Context: an optimization exercise on an open-source flow, tuned for small area, a short achievable clock period and few clock cycles per item. The choices shown serve that exercise and are no tape-out recipe. Where RTL was checked, it was by simulation tests only, not by an equivalence proof against the original.

==> inputs of branch quartz <==
## rgb_to_hsl_convert
module rgb_to_hsl_convert (
    input  logic        i_clk,
    input  logic        i_rst_n,
    input  logic        i_valid,
    output logic        o_stall,
    input  logic [7:0]  i_red,
    input  logic [7:0]  i_green,
    input  logic [7:0]  i_blue,
    input  logic [7:0]  i_alpha,
    output logic        o_valid,
    input  logic        i_stall,
    output logic [12:0] o_hue,
    output logic [7:0]  o_saturation,
    output logic [7:0]  o_luminance,
    output logic [7:0]  o_alpha_out
);
export LEC_CHECK = 0
export ABC_AREA = 1
export CAP_MARGIN = 5
export CORE_MARGIN = 2
export CORE_UTILIZATION = 40
export CTS_CLUSTER_DIAMETER = 70
export CTS_CLUSTER_SIZE = 28
export SETUP_SLACK_MARGIN = 4.2
export SLEW_MARGIN = 5
create_clock -name core_clock -period 8.0 [get_ports {i_clk}]
run.sh (not shown) runs the stock make flow with config.mk's settings and CLKGATE_MAP_FILE= SYNTH_SCRIPT=/design/flow/synth_recipe.tcl, a recipe that flattens the netlist after the stock synthesis.
==> branch raven: changes against branch quartz <==
CAP_MARGIN = 20   (was 5)
SLEW_MARGIN = 20   (was 5)
==> branch zinc: changes against branch quartz <==
CAP_MARGIN = 20   (was 5)
CTS_CLUSTER_DIAMETER = unset   (was 70)
CTS_CLUSTER_SIZE = unset   (was 28)
SLEW_MARGIN = 20   (was 5)
==> notes.md <==
Branch zinc produced a clean layout. Branch raven passed the timing, DRC and antenna checks. Branch quartz ran to the end with no violations. Wire length is the same in branch quartz and branch raven. In first-iteration DRC count, branch quartz and branch raven do not differ. In non-clock buffer count, branch quartz and branch raven do not differ. Global-route usage: branch quartz is lower than branch zinc (0.26 points). Between branch zinc and branch quartz, the lower worst setup slack is in branch zinc (gap 12 ps). Against branch zinc, the clock skew of branch raven is higher by 24 ps.
No functional check of the RTL was part of any run of this note.

* * *

==> 03-07: inputs <==
Another version of the RTL of rgb_to_hsl_convert (not shown whole).
make LEC_CHECK=0 ABC_AREA=1 CAP_MARGIN=20 CORE_MARGIN=2 CORE_UTILIZATION=40 PLACE_DENSITY=0.5 SETUP_SLACK_MARGIN=4.2 SLEW_MARGIN=20 finish   # period 8.0 ns
==> 08-10 (differences from 03-07) <==
- GPL_ROUTABILITY_DRIVEN: unset -> 0
- PLACE_DENSITY: 0.5 -> unset
==> comparison table <==
Highest Clock Rate: 08-10 266 MHz; 03-07 265 MHz
Met3 wirelength from detailed routing: 08-10 2080 um; 03-07 1740 um
Largest net degree at the start of global routing: 08-10 81; 03-07 80
Net total in the final layout: 08-10 2826; 03-07 2832
Status: 08-10 timing/DRC/antenna clean; 03-07 timing/DRC/antenna clean
Sequential share of cell area: 08-10 0.359; 03-07 0.358
Clock distribution area overhead in the final layout: 08-10 0.0475; 03-07 0.0477
Clock Buffer Count: 08-10 39; 03-07 41
Hold Worst Slack: 08-10 0.401 ns; 03-07 0.415 ns
Final critical-path share of the clock period: 08-10 0.470; 03-07 0.472
Invs w/o clock: 08-10 365; 03-07 364
Worst slack at placement: 08-10 2.88 ns; 03-07 2.69 ns
Hold path startpoint: 08-10 alpha__r5[2]$_DFFE_PN_; 03-07 hq__r4[3]$_DFFE_PN_
Worst R2R Path Depth: 08-10 18; 03-07 20
Final period demand of the worst path: 08-10 3.76 ns; 03-07 3.78 ns
Met2 layer usage reported by global route: 08-10 0.308; 03-07 0.340
Number of buffers inserted during clock tree synthesis: 08-10 35; 03-07 36
Vias per std cell: 08-10 5.07; 03-07 5.04
Met3 track utilization from global routing: 08-10 0.0187; 03-07 0.0264
Final critical-path setup slack: 08-10 4.24 ns; 03-07 4.22 ns
Layout overhead on the synthesized area: 08-10 18.8%; 03-07 19.3%
Starting DRC count in detailed routing: 08-10 1060; 03-07 758
Testbench counts of 03-07, summed over its fixed seeds: cycles 32,048, pixels 32,000.
Testbench counts of 08-10, summed over its fixed seeds: cycles 32,048, pixels 32,000.

* * *

==> trial 49 <==
Starting RTL as in the previous note.
Design rgb_to_hsl_convert, start of the top module:
module rgb_to_hsl_convert (
    input  logic        i_clk,
    input  logic        i_rst_n,
    input  logic        i_valid,
    output logic        o_stall,
    input  logic [7:0]  i_red,
    input  logic [7:0]  i_green,
    input  logic [7:0]  i_blue,
    input  logic [7:0]  i_alpha,
    output logic        o_valid,
    input  logic        i_stall,
    output logic [12:0] o_hue,
    output logic [7:0]  o_saturation,
    output logic [7:0]  o_luminance,
    output logic [7:0]  o_alpha_out
);
    logic        en;
    logic [5:0]  vld;
    logic [12:0] n_hue;
    logic [7:0]  n_sat, n_lum, n_alpha;
    logic [7:0]  red, green, blue, alpha;
    assign red   = i_red;
    assign green = i_green;
    assign blue  = i_blue;
    assign alpha = i_alpha;
    assign en      = !(o_valid && i_stall);
    assign o_stall = !en;
    logic [7:0] dgrg__1;
    assign dgrg__1 = red & ~green;
    logic [7:0] dprg__2;
    assign dprg__2 = ~(red ^ green);
    logic [0:0] dc0rg__3;
    assign dc0rg__3 = dgrg__1[0];
  ...
Settings: LEC_CHECK=0, ABC_AREA=1, CAP_MARGIN=20, CORE_MARGIN=2, CORE_UTILIZATION=40, SETUP_SLACK_MARGIN=4.0, SLEW_MARGIN=20; clock period 8.0 ns.
==> trial 69 (differences from trial 49) <==
--- a/flow/config.mk
+++ b/flow/config.mk
@@ -10,4 +10,4 @@
 export CORE_MARGIN = 2
 export CORE_UTILIZATION = 40
-export SETUP_SLACK_MARGIN = 4.0
+export SETUP_SLACK_MARGIN = 4.4
 export SLEW_MARGIN = 20
==> build 45 (differences from trial 49) <==
--- a/flow/config.mk
+++ b/flow/config.mk
@@ -10,4 +10,6 @@
 export CORE_MARGIN = 2
 export CORE_UTILIZATION = 40
-export SETUP_SLACK_MARGIN = 4.0
+export CTS_CLUSTER_DIAMETER = 70
+export CTS_CLUSTER_SIZE = 28
+export SETUP_SLACK_MARGIN = 4.2
 export SLEW_MARGIN = 20
==> reports/summary.md <==
The data arrival time of the critical path is 1980 ps, and the number of DRC violations after detailed-routing iteration 0 is 836. The tools report the non-filler instance count after layout as 3331.

The flow ran to the end and the layout has no timing, DRC or antenna violations. The tools report the met2 capacity usage during global routing as 32.8%. Global routing used 20.7% of the available met1 tracks. The first detailed-routing pass ran for 7 iterations.

For the number of gates given a new drive strength after cts, the log shows 116. Following the worst setup path forward leads to its endpoint at o_stall.

Minimum period implied by the final worst setup slack: 3580 ps.
Source of the figures above: trial 69

==> reports/summary.md <==
In this run the worst setup path terminates at f__r1[5]. The tools report the non-filler instance count after layout as 3200. The minimum period implied by the final worst setup slack is 3860 ps, and the data arrival time of the critical path is 4140 ps. Global routing consumed, on the met1 layer, 19.9% of the routing resources. Relative to the synthesized area, the layout overhead comes to 14.1%. The run finished with no timing, DRC or antenna violations. For the number of DRC violations after detailed-routing iteration 0, the log shows 857.

There are 304 flip-flops and latches. The detailed-routing iteration count for the pre-antenna-repair pass is 5.
Source of the figures above: trial 49

==> reports/summary.md <==
The run finished with no timing, DRC or antenna violations. Buffers inserted to repair hold after CTS numbered 0. The minimum period implied by the final worst setup slack works out to 3750 ps. The depth of the worst hold-timing path works out to 0. The capture point of the critical path is o_stall.

Leaving out filler cells and counting taps, the final layout contains 3228. The met2 capacity usage during global routing is 31.6%. For this run, global-route usage on met1 was measured as 20.2%.

Before antenna repair, the detailed router went through 7 iterations. For the data arrival time of the critical path, the log shows 2150 ps. For this block, the initial DRC count from the detailed router was 1085. In this run, post-CTS repair resized a total of 45 instances.
Source of the figures above: build 45

Testbench counts of trial 49, summed over its fixed seeds: cycles 32,048, pixels 32,000.
Testbench counts of trial 69, summed over its fixed seeds: cycles 32,048, pixels 32,000.
Testbench counts of build 45, summed over its fixed seeds: cycles 32,048, pixels 32,000.

## static timing again, ports no longer ideal
The flow's constraints put no driver on any port. The routed layouts listed below were extracted and timed again, unchanged, in two steps.
Step 1, drivers: a clkbuf_16 drives i_clk and a buf_2 each remaining input, both assumed.
Step 2 also shifts input and output timing later by t, the mid clock arrival at the registers, as if the neighbouring blocks saw the same clock.
a / b / c = no drivers / after step 1 / after step 2; a / b = the first two.
| run | t, ns | slack for setup (ns) | hold slack, ns | worst slew at a driven data input, ns | cell pins on the clock port's net |
|---|---|---|---|---|---|
| branch quartz | 0.631 | 4.246 / 4.194 / 3.732 | 0.412 / 0.412 / 0.412 | 0.05 | 1 |
| branch raven | 0.631 | 4.246 / 4.194 / 3.732 | 0.412 / 0.412 / 0.412 | 0.05 | 1 |
| branch zinc | 0.607 | 4.234 / 4.190 / 3.755 | 0.413 / 0.413 / 0.413 | 0.05 | 1 |
| 03-07 | 0.592 | 4.224 / 4.179 / 3.701 | 0.415 / 0.415 / 0.415 | 0.05 | 1 |
| 08-10 | 0.573 | 4.238 / 4.200 / 3.752 | 0.401 / 0.401 / 0.401 | 0.05 | 1 |
| trial 49 | 0.577 | 4.140 / 4.167 / 3.590 | 0.402 / 0.402 / 0.402 | 0.04 | 1 |
| trial 69 | 0.582 | 4.424 / 4.375 / 3.906 | 0.411 / 0.411 / 0.411 | 0.06 | 1 |
| build 45 | 0.619 | 4.251 / 4.201 / 3.678 | 0.420 / 0.420 / 0.420 | 0.05 | 1 |
After both steps every run listed still meets setup and hold. The setup slack of build 45, which loses most, moves by -0.050 ns with the drivers and by -0.573 ns with both steps.
